From an optimization exercise on the open Yosys and OpenROAD flow, aimed at a short achievable clock period and few clock cycles; shortcuts taken in it are not production practice.
Only simulation tests tie the RTL to the original design; equivalence was not proved.
No driver is modelled on the clock port, so clock power and skew are understated where the tree is cut down; a real chip needs a root buffer or a tree.
No activity file was given, so power comes from the tool's default toggle rates.

==> module frame_reader, before the edit <==
module frame_reader (
  input  logic         clk,
  input  logic         rst,
  input  logic         i_read_frame_stb,
  input  logic         i_char_req_en,
  input  logic [3:0]   i_top_oh,     
  input  logic [31:0]  i_col0,
  input  logic [31:0]  i_col1,
  input  logic [7:0]   i_ch,         
  input  logic         i_top0_print,  
  input  logic         i_top0_kill,   
  output logic [3:0]   o_rot_oh,
  output logic         o_char_rdy,
  output logic [7:0]   o_char
);
  localparam int S = console_geom_pkg::SLOTS;
  logic         act;       
  logic         first;     
  logic [7:0]   p;         
  logic         b_end;     
  logic [S-1:0] cur_oh;    
  logic [S-1:0] nxt_oh;
  logic [S-1:0] cur_nxt;
  logic         b_end_nxt;
  logic [S-1:0] sel0;      
  logic [S-1:0] sel1;      
  logic [7:0]   top0, byp, pick;
  assign nxt_oh   = {cur_oh[S-2:0], cur_oh[S-1]};
  assign cur_nxt  = first ? i_top_oh : (o_char_rdy && b_end) ? nxt_oh : cur_oh;
  assign b_end_nxt = !i_read_frame_stb && (p[4:0] == 5'd31);
  always_comb begin
    top0 = '0;
    pick = '0;
    for (int l = 0; l < S; l++) begin
      top0 = top0 | (i_top_oh[l] ? i_col0[8*l +: 8] : '0);
      pick = pick | (sel0[l] ? i_col0[8*l +: 8] : '0) | (sel1[l] ? i_col1[8*l +: 8] : '0);
    end
    byp = i_top0_print ? i_ch : (i_top0_kill ? 8'h00 : top0);
  end
  always_ff @(posedge clk) begin
    if (rst) begin
      act        <= 1'b0;
      first      <= 1'b0;
      o_char_rdy <= 1'b0;
      o_rot_oh   <= '0;
    end else begin
      o_char_rdy <= act && i_char_req_en;
      o_rot_oh   <= (act && i_char_req_en) ? cur_nxt : '0;
      first      <= i_read_frame_stb;
      if (i_read_frame_stb) begin
        act <= 1'b1;
      end else if (act && i_char_req_en && (p == 8'd127)) begin
        act <= 1'b0;
      end
    end
  end
  always_ff @(posedge clk) begin
    if (i_read_frame_stb) begin
      p <= '0;
    end else if (i_char_req_en) begin
      p <= p + 8'd1;
    end
    b_end <= b_end_nxt;
    o_char <= first ? byp : pick;
    if (i_char_req_en) begin
      sel0 <= b_end_nxt ? {cur_nxt[S-2:0], cur_nxt[S-1]} : '0;
      sel1 <= b_end_nxt ? '0 : cur_nxt;
    end else begin
      sel0 <= cur_nxt;
      sel1 <= '0;
    end
    cur_oh <= cur_nxt;
  end
endmodule
clock: 5.0 ns
lec_check: 0
abc_clock_period_in_ps: 1500
cap_margin: 20
core_margin: 2
core_utilization: 55
setup_slack_margin: 3.4
slew_margin: 20
synth_memory_max_bits: 4096
tns_end_percent: 100
standard.sh (not shown) runs the stock make flow with config.mk's settings and CLKGATE_MAP_FILE= SYNTH_SCRIPT=/design/flow/synth_recipe.tcl, a recipe that flattens the netlist after the stock synthesis.
==> flow/flow/run.sh <==
#!/bin/bash
# The standard layout, with the clock tree replaced after CTS by a two-level inverter tree (flow/post_cts.tcl).
# make's output goes to standard.log; each ORFS step keeps its own log under orfs/logs.
set -euo pipefail
here=$(pwd)
export POST_CTS_TCL="$here/flow/post_cts.tcl"
bash standard.sh > "$here/standard.log" 2>&1
Other scripts of this flow, unchanged in this note and not shown: flow/flow/post_cts.tcl
Testbench counts at the start, summed over its fixed seeds: cycles 30,826.
Then changed:
--- a/flow/design.v
+++ b/flow/design.v
@@ -233,15 +233,16 @@
   logic         b_end;     
   logic [S-1:0] cur_oh;    
   logic [S-1:0] nxt_oh;
   logic [S-1:0] cur_nxt;
   logic         b_end_nxt;
+  logic         adv;       
   logic [S-1:0] sel0;      
   logic [S-1:0] sel1;      
   logic [7:0]   top0, byp, pick;
   assign nxt_oh   = {cur_oh[S-2:0], cur_oh[S-1]};
-  assign cur_nxt  = first ? i_top_oh : (o_char_rdy && b_end) ? nxt_oh : cur_oh;
+  assign cur_nxt  = first ? i_top_oh : adv ? nxt_oh : cur_oh;
   assign b_end_nxt = !i_read_frame_stb && (p[4:0] == 5'd31);
   always_comb begin
     top0 = '0;
     pick = '0;
     for (int l = 0; l < S; l++) begin
@@ -253,13 +254,15 @@
   always_ff @(posedge clk) begin
     if (rst) begin
       act        <= 1'b0;
       first      <= 1'b0;
       o_char_rdy <= 1'b0;
+      adv        <= 1'b0;
       o_rot_oh   <= '0;
     end else begin
       o_char_rdy <= act && i_char_req_en;
+      adv        <= act && i_char_req_en && b_end_nxt;
       o_rot_oh   <= (act && i_char_req_en) ? cur_nxt : '0;
       first      <= i_read_frame_stb;
       if (i_read_frame_stb) begin
         act <= 1'b1;
       end else if (act && i_char_req_en && (p == 8'd127)) begin
What happened: The changed run passed the timing, design-rule and antenna checks; final area is about the same; combinational power goes up by about 4%; cell count is about the same; core utilization goes up by 0.11 points; clock power stays flat; clock skew goes up by 0.0079 ns; routed wire length goes up by 0.53%; power is about the same; die area stays flat; register-to-register slack stays flat.
Testbench counts after the change, summed over its fixed seeds: cycles 30,826.
In every run of this note, the design's own scripts or RTL, not TritonCTS, make the clock network.

========
v23:
Another version of the RTL of console_buffer (not shown whole).
For scale: ~3000 cells after synthesis, roughly 650 flip-flops, about 28 I/O pins, roughly 28000 um^2 of cells after synthesis.
==> module char_decoder, before the edit <==
module char_decoder (
  input  logic       clk,
  input  logic       rst,
  input  logic       i_char_stb,
  input  logic [7:0] i_char,
  input  logic       i_alt_func_en,   
  input  logic [2:0] i_tab_count,
  input  logic       i_clear_screen_stb,
  output logic       o_wr_char_rdy,
  output logic       o_print,         
  output logic       o_bs,
  output logic       o_tab,
  output logic       o_nl,
  output logic [7:0] o_ch,
  output logic [7:0] o_tab_oh,        
  output logic [6:0] o_tab_th,        
  output logic       o_clr            
);
  logic take;
  logic is_ctrl;
  assign o_wr_char_rdy = 1'b1;
  assign take          = i_char_stb;
  assign is_ctrl = (i_char < console_code_pkg::CTRL_LIMIT) || (i_char == console_code_pkg::DEL_CODE);
  logic       ctl_hi;         
  logic [2:0] ctl_lo;         
  assign o_bs  = ctl_hi && ctl_lo[0];
  assign o_tab = ctl_hi && ctl_lo[1];
  assign o_nl  = ctl_hi && ctl_lo[2];
  always_ff @(posedge clk) begin
    o_print   <= take && (i_alt_func_en || !is_ctrl);
    ctl_hi    <= take && !i_alt_func_en && (i_char[7:4] == 4'h0);
    ctl_lo[0] <= (i_char[3:0] == console_code_pkg::BS_CODE[3:0]);
    ctl_lo[1] <= (i_char[3:0] == console_code_pkg::HT_CODE[3:0]);
    ctl_lo[2] <= (i_char[3:0] == console_code_pkg::LF_CODE[3:0]) ||
                 (i_char[3:0] == console_code_pkg::CR_CODE[3:0]);
    o_clr   <= rst || i_clear_screen_stb;
    o_ch    <= i_char;
    for (int k = 0; k < 8; k++) begin
      o_tab_oh[k] <= (i_tab_count == 3'(k));
    end
    for (int k = 0; k < 7; k++) begin
      o_tab_th[k] <= (i_tab_count > 3'(k));
    end
  end
endmodule
==> module cursor_writer, before the edit <==
module cursor_writer (
  input  logic        clk,
  input  logic        i_print,
  input  logic        i_bs,
  input  logic        i_tab,
  input  logic        i_nl,
  input  logic [7:0]  i_tab_oh,
  input  logic [6:0]  i_tab_th,
  input  logic        i_clr,
  output logic [3:0]  o_line_oh,    
  output logic [3:0]  o_wrap_oh,    
  output logic [15:0] o_print_col,  
  output logic [15:0] o_blank_col,  
  output logic        o_clr,        
  output logic [7:0]  o_ch,
  output logic [3:0]  o_top_oh,     
  output logic        o_top0_print,  
  output logic        o_top0_kill,   
  input  logic [7:0]  i_ch
);
  localparam int W = console_geom_pkg::LINE_WIDTH;
  localparam int S = console_geom_pkg::SLOTS;
  logic [S-1:0] line_oh;
  logic [W-1:0] col_oh;    
  logic [S-1:0] top_oh;
  logic [1:0]   moves;     
  logic [W-1:0] bs_col;    
  logic [7:0]   shift;     
  logic [6:0]   reach;     
  logic [W-1:0] col_nxt;
  logic [S-1:0] nxt_oh;
  logic         wrap;
  always_comb begin
    shift    = i_tab ? i_tab_oh : 8'(!(i_print || i_bs || i_nl));
    shift[1] = shift[1] | i_print;
    reach    = i_tab ? i_tab_th : '0;
    reach[0] = reach[0] | i_print;
    for (int c = 0; c < W; c++) begin
      bs_col[c] = (c == W - 1) ? 1'b0 : col_oh[c+1];
    end
    bs_col[0] = col_oh[1] | col_oh[0];
    wrap = i_nl;
    for (int k = 0; k < 7; k++) begin
      wrap = wrap | (col_oh[W-1-k] & reach[k]);
    end
    for (int c = 0; c < W; c++) begin
      col_nxt[c] = i_bs & bs_col[c];
      for (int k = 0; k < 8; k++) begin
        if (c - k >= 0) col_nxt[c] = col_nxt[c] | (col_oh[c-k] & shift[k]);
      end
    end
    col_nxt[0] = col_nxt[0] | wrap;
  end
  assign nxt_oh = {line_oh[S-2:0], line_oh[S-1]};
  assign o_top_oh = top_oh;
  always_ff @(posedge clk) begin
    o_clr       <= i_clr;
    o_ch        <= i_ch;
    o_line_oh   <= line_oh;
    o_wrap_oh   <= wrap ? nxt_oh : '0;
    o_print_col <= i_print ? col_oh : '0;
    o_blank_col <= i_bs ? bs_col : '0;
    o_top0_print <= !i_clr && (moves == 2'd0) && i_print && col_oh[0];
    o_top0_kill  <= i_clr || ((moves == 2'd0) && i_bs && bs_col[0]);
  end
  always_ff @(posedge clk) begin
    if (i_clr) begin
      line_oh <= S'(1);
      col_oh  <= W'(1);
      top_oh  <= S'(1);
      moves   <= '0;
    end else begin
      col_oh <= col_nxt;
      if (wrap) begin
        line_oh <= nxt_oh;
        if (moves == 2'd3) begin
          top_oh <= {top_oh[S-2:0], top_oh[S-1]};
        end else begin
          moves <= moves + 2'd1;
        end
      end
    end
  end
endmodule
Settings: LEC_CHECK=0, ABC_CLOCK_PERIOD_IN_PS=1500, CAP_MARGIN=20, CORE_MARGIN=2, CORE_UTILIZATION=55, SETUP_SLACK_MARGIN=3.4, SLEW_MARGIN=20, SYNTH_MEMORY_MAX_BITS=4096, TNS_END_PERCENT=100; clock period 5.0 ns.
Scripts as last shown in full above: flow/flow/run.sh
Other scripts of this flow, unchanged in this note and not shown: flow/flow/post_cts.tcl
Testbench counts of v23, summed over its fixed seeds: cycles 30,826.
Edits applied to the flow inputs when going from v23 to v21:
==> flow/design.v, changed modules only <==
module char_decoder (
  input  logic       clk,
  input  logic       rst,
  input  logic       i_char_stb,
  input  logic [7:0] i_char,
  input  logic       i_alt_func_en,   
  input  logic [2:0] i_tab_count,
  input  logic       i_clear_screen_stb,
  output logic       o_wr_char_rdy,
  output logic       o_print,         
  output logic       o_bs,
  output logic       o_tab,
  output logic       o_nl,
  output logic [7:0] o_ch,
  output logic [7:0] o_tab_oh,        
  output logic [6:0] o_tab_th,        
  output logic       o_clr            
);
  logic take;
  logic is_bs, is_ht, is_nl, is_ctrl;
  assign o_wr_char_rdy = 1'b1;
  assign take          = i_char_stb && !rst;
  assign is_bs   = (i_char == console_code_pkg::BS_CODE);
  assign is_ht   = (i_char == console_code_pkg::HT_CODE);
  assign is_nl   = (i_char == console_code_pkg::LF_CODE) || (i_char == console_code_pkg::CR_CODE);
  assign is_ctrl = (i_char < console_code_pkg::CTRL_LIMIT) || (i_char == console_code_pkg::DEL_CODE);
  always_ff @(posedge clk) begin
    o_print <= take && (i_alt_func_en || !is_ctrl);
    o_bs    <= take && !i_alt_func_en && is_bs;
    o_tab   <= take && !i_alt_func_en && is_ht;
    o_nl    <= take && !i_alt_func_en && is_nl;
    o_clr   <= rst || i_clear_screen_stb;
    o_ch    <= i_char;
    for (int k = 0; k < 8; k++) begin
      o_tab_oh[k] <= (i_tab_count == 3'(k));
    end
    for (int k = 0; k < 7; k++) begin
      o_tab_th[k] <= (i_tab_count > 3'(k));
    end
  end
endmodule
module cursor_writer (
  input  logic        clk,
  input  logic        i_print,
  input  logic        i_bs,
  input  logic        i_tab,
  input  logic        i_nl,
  input  logic [7:0]  i_tab_oh,
  input  logic [6:0]  i_tab_th,
  input  logic        i_clr,
  output logic [3:0]  o_line_oh,    
  output logic [3:0]  o_wrap_oh,    
  output logic [15:0] o_print_col,  
  output logic [15:0] o_blank_col,  
  output logic        o_clr,        
  output logic [7:0]  o_ch,
  output logic [3:0]  o_top_oh,     
  output logic        o_top0_print,  
  output logic        o_top0_kill,   
  input  logic [7:0]  i_ch
);
  localparam int W = console_geom_pkg::LINE_WIDTH;
  localparam int S = console_geom_pkg::SLOTS;
  logic [S-1:0] line_oh;
  logic [W-1:0] col_oh;    
  logic [S-1:0] top_oh;
  logic [1:0]   moves;     
  logic [W-1:0] bs_col;    
  logic [W-1:0] tab_col;   
  logic [S-1:0] nxt_oh;
  logic         tab_wrap;  
  logic         wrap;
  always_comb begin
    for (int c = 0; c < W; c++) begin
      tab_col[c] = 1'b0;
      for (int k = 0; k < 8; k++) begin
        if (c - k >= 0) tab_col[c] = tab_col[c] | (col_oh[c-k] & i_tab_oh[k]);
      end
      bs_col[c] = (c == W - 1) ? 1'b0 : col_oh[c+1];
    end
    bs_col[0] = col_oh[1] | col_oh[0];
    tab_wrap = 1'b0;
    for (int k = 0; k < 7; k++) begin
      tab_wrap = tab_wrap | (col_oh[W-1-k] & i_tab_th[k]);
    end
  end
  assign wrap   = (i_print && col_oh[W-1]) || (i_tab && tab_wrap) || i_nl;
  assign nxt_oh = {line_oh[S-2:0], line_oh[S-1]};
  assign o_top_oh = top_oh;
  always_ff @(posedge clk) begin
    o_clr       <= i_clr;
    o_ch        <= i_ch;
    o_line_oh   <= line_oh;
    o_wrap_oh   <= wrap ? nxt_oh : '0;
    o_print_col <= i_print ? col_oh : '0;
    o_blank_col <= i_bs ? bs_col : '0;
    o_top0_print <= !i_clr && (moves == 2'd0) && i_print && col_oh[0];
    o_top0_kill  <= i_clr || ((moves == 2'd0) && i_bs && bs_col[0]);
  end
  always_ff @(posedge clk) begin
    if (i_clr) begin
      line_oh <= S'(1);
      col_oh  <= W'(1);
      top_oh  <= S'(1);
      moves   <= '0;
    end else begin
      if (wrap) begin
        line_oh <= nxt_oh;
        if (moves == 2'd3) begin
          top_oh <= {top_oh[S-2:0], top_oh[S-1]};
        end else begin
          moves <= moves + 2'd1;
        end
      end
      if (wrap) begin
        col_oh <= W'(1);
      end else if (i_print) begin
        col_oh <= {col_oh[W-2:0], 1'b0};
      end else if (i_bs) begin
        col_oh <= bs_col;
      end else if (i_tab) begin
        col_oh <= tab_col;
      end
    end
  end
endmodule
Notes after the runs:
Against v23, overall routed net length in v21 rose by a few percent. Vias: v21 above v23. Final non-filler cell area was higher in v21 than in v23. v23 ended up with fewer cell instances than v21 did. Run comparison: v23 launch point of the critical path u_frame_reader.o_char_rdy$_SDFF_PP0_; v21 launch point of the critical path u_cursor_writer.col_oh[13]$_SDFFE_PP0P_. On total power of the final layout, v23 and v21 are neck and neck. Looking at end point of the critical path, the u_cursor_writer.col_oh[0]$_SDFFE_PP1P_ result is from v21; the o_char_rdy one comes from v23. Compared with v23, v21 shows first-iteration DRC count that has gone down by a few percent.
Testbench counts of v21, summed over its fixed seeds: cycles 30,826.
In every run of this note, the design's own scripts or RTL, not TritonCTS, make the clock network.

[afterwards: timing with drivers on the ports]
The flow's constraints put no driver on any port. The routed layouts listed below were extracted and timed again, unchanged, in two steps. Step 1, drivers: a clkbuf_16 drives clk and a buf_2 each remaining input, both assumed. Step 2 moves the port delays by t, midway between the first and last clock arrival at a register: inputs arrive t later, outputs are due t later. That takes back most of the time a late clock gives input paths. a / b / c = ideal ports / drivers / drivers and shift; a / b = the first two.
| run | t (ns) | setup WS [ns] | worst setup path at the end | slew at the worst register clock pin (ns) | cell pins on the clock port's net |
|---|---|---|---|---|---|
| the first run of note 1 | 0.505 | 3.294 / 3.026 / 3.131 | input to register | 0.10 / 0.10 | 4 |
| the second run of note 1 | 0.503 | 3.315 / 3.050 / 3.130 | input to register | 0.12 / 0.12 | 4 |
| v23 | 0.499 | 3.292 / 3.027 / 3.141 | input to register | 0.10 / 0.11 | 4 |
| v21 | 0.505 | 3.189 / 3.025 / 3.049 | input to register | 0.10 / 0.11 | 4 |
After both steps setup and hold are still met in every run listed. The setup slack of the second run of note 1, which loses most, moves by -0.265 ns with the drivers and by -0.185 ns with both steps.
